Background: an optimization exercise with open tools, aiming at small area, a short achievable clock period and few clock cycles. Do not read the settings as production practice. Function was checked by simulation only, so behaviour that the tests miss may differ from the original. No activity file was given, so power comes from the tool's default toggle rates.

v25:
## poll_pulse_width_key_responder_top
module poll_pulse_width_key_responder_top #(
   parameter int unsigned FIFO_DEPTH = 16
) (
   input  wire logic        clock,
   input  wire logic        reset,
   input  wire logic        req_tvalid,
   output logic             req_tready,
   input  wire logic [7:0]  req_tdata,    
   input  wire logic [1:0]  req_tuser,    
   output logic             rsp_tvalid,
   input  wire logic        rsp_tready,
   output logic [15:0]      rsp_tdata,    
   input  wire logic        csr_valid,
   output logic             csr_ready,
   input  wire logic [2:0]  csr_index,
   input  wire logic [15:0] csr_data
);
==> flow/config.mk <==
export PLATFORM = sky130hd
export DESIGN_NAME = poll_pulse_width_key_responder_top
export DESIGN_NICKNAME = poll_pulse_width_key_responder_top
export VERILOG_FILES = /design/flow/design.v
export SDC_FILE = /design/flow/constraint.sdc
export NUM_CORES = 4
export LEC_CHECK = 0
export CAP_MARGIN = 20
export CORE_MARGIN = 2
export CORE_UTILIZATION = 40
export CTS_CLUSTER_DIAMETER = 100
export CTS_CLUSTER_SIZE = 25
export PLACE_DENSITY = 0.45
export SLEW_MARGIN = 20
==> flow/constraint.sdc <==
create_clock -name core_clock -period 13.0 [get_ports {clock}]
set_input_delay 2.6000 -clock core_clock [delete_from_list [all_inputs] [get_ports {clock}]]
set_output_delay 2.6000 -clock core_clock [all_outputs]
set_load 0.01 [all_outputs]
standard.sh (not shown) runs the stock make flow with config.mk's settings and CLKGATE_MAP_FILE= SYNTH_SCRIPT=/design/flow/synth_recipe.tcl, a recipe that flattens the netlist after the stock synthesis.
==> flow/flow/run.sh <==
#!/bin/bash
# Layout flow: the standard ORFS flow (standard.sh: unchanged synthesis,
# floorplan, placement, CTS and routing at the design's clock period and
# constraints) with two changes to how the layout is optimised:
#  - repair_timing is asked to leave a larger setup margin, so it sizes the
#    critical paths well below the 13 ns period;
#  - every port still gets its own buffer, but buffer_ports starts from the
#    smallest buffer and lets repair_timing size up the ones that matter.
# make's output goes to standard.log; ORFS keeps each tool's own log under
# orfs/logs/.
set -euo pipefail
MARGIN=${MARGIN:-9.3}
bash standard.sh SETUP_SLACK_MARGIN=$MARGIN \
  "BUFFER_PORTS_ARGS=-buffer_cell sky130_fd_sc_hd__buf_1" finish > standard.log 2>&1
v25: full flow OK, the timing, design-rule and antenna checks passed
Testbench counts of v25, summed over its fixed seeds: cycles 72,096.
Changes in v5 relative to v25:
==> flow/flow/run.sh <==
#!/bin/bash
# Layout flow: the standard ORFS flow (standard.sh: unchanged synthesis,
# floorplan, placement, CTS and routing at the design's clock period and
# constraints) with changes only to how the layout is optimised:
#  - repair_timing is asked to leave a larger setup margin, so it sizes the
#    critical paths well below the 13 ns period, and uses only unbuffering,
#    sizing, pin swaps and buffering (no gate cloning or load splitting);
#  - every port still gets its own buffer, but buffer_ports starts from the
#    smallest buffer and lets repair_timing size up the ones that matter.
# make's output goes to standard.log; ORFS keeps each tool's own log under
# orfs/logs/.
set -euo pipefail
MARGIN=${MARGIN:-9.2}
bash standard.sh SETUP_SLACK_MARGIN=$MARGIN \
  SETUP_MOVE_SEQUENCE=unbuffer,sizeup,swap,buffer \
  "BUFFER_PORTS_ARGS=-buffer_cell sky130_fd_sc_hd__buf_1" finish > standard.log 2>&1
### Flow results
v5 reports a lower power than v25 does.
v5: clock skew higher than v25
Buffer share of cell area: v5 < v25
Per the comparison of v5 with v25, cell count now smaller; met3 usage in global routing now larger; sequential share of layout area now larger; post-route core utilization now smaller; area added between synthesis and finish now smaller.
Run comparison: v25 highest layer used for signal routing met5; v5 highest layer used for signal routing met4
The inputs of v19 differ from those of v5 as listed below.
Settings: PLACE_DENSITY no longer set, was 0.45.
==> flow/flow/run.sh <==
#!/bin/bash
# Layout flow: the standard ORFS flow (standard.sh: unchanged synthesis,
# floorplan, placement, CTS and routing at the design's clock period and
# constraints) with two changes to how the layout is optimised:
#  - repair_timing is asked to leave a larger setup margin, so it sizes the
#    critical paths well below the 13 ns period;
#  - every port still gets its own buffer, but buffer_ports starts from the
#    smallest buffer and lets repair_timing size up the ones that matter.
# make's output goes to standard.log; ORFS keeps each tool's own log under
# orfs/logs/.
set -euo pipefail
MARGIN=${MARGIN:-9.3}
bash standard.sh SETUP_SLACK_MARGIN=$MARGIN \
  "BUFFER_PORTS_ARGS=-buffer_cell sky130_fd_sc_hd__buf_1" finish > standard.log 2>&1
==> run summary <==
The flow did not stop early for v19: all stages ran, and the layout cleared the timing, design-rule and antenna checks. Looking at v5 and v19, the worst setup slack is a wash. Comparing v19 with v5, the maximum frequency came out essentially unchanged. Compared v5 against v19; area of all sequential standard cells within noise. On post-route minimum period, v5 and v19 are neck and neck. Summary of v19 over v5: met3 track demand over resource in global routing was more or less identical, cell area went up by 200 um2, period utilization was more or less identical, via count of the first global-routing pass went up by 182.

static timing again, ports no longer ideal:
Ports are ideal in the flow. The routed layouts listed here were re-timed in OpenROAD.
Step 1, drivers: a clkbuf_16 drives clock and a buf_2 each remaining input, both assumed.
Step 2 moves the port delays by t, midway between the first and last clock arrival at a register: inputs arrive t later, outputs are due t later. That takes back most of the time a late clock gives input paths.
Three values: ideal, step 1, step 2; two values: the first two.
| run | shift t [ns] | setup slack, ns | worst setup path at the end | worst register clock-pin slew, ns | worst data-port slew with drivers (ns) |
|---|---|---|---|---|---|
| v25 | 0.541 | 9.385 / 9.338 / 8.922 | input to register | 0.11 / 0.11 | 0.07 |
| v5 | 0.553 | 9.362 / 9.310 / 8.905 | input to register | 0.11 / 0.11 | 0.05 |
| v19 | 0.550 | 9.361 / 9.311 / 8.941 | input to register | 0.10 / 0.10 | 0.05 |
After both steps every run listed still meets setup and hold. The setup slack of v25, which loses most, moves by -0.047 ns with the drivers and by -0.463 ns with both steps.
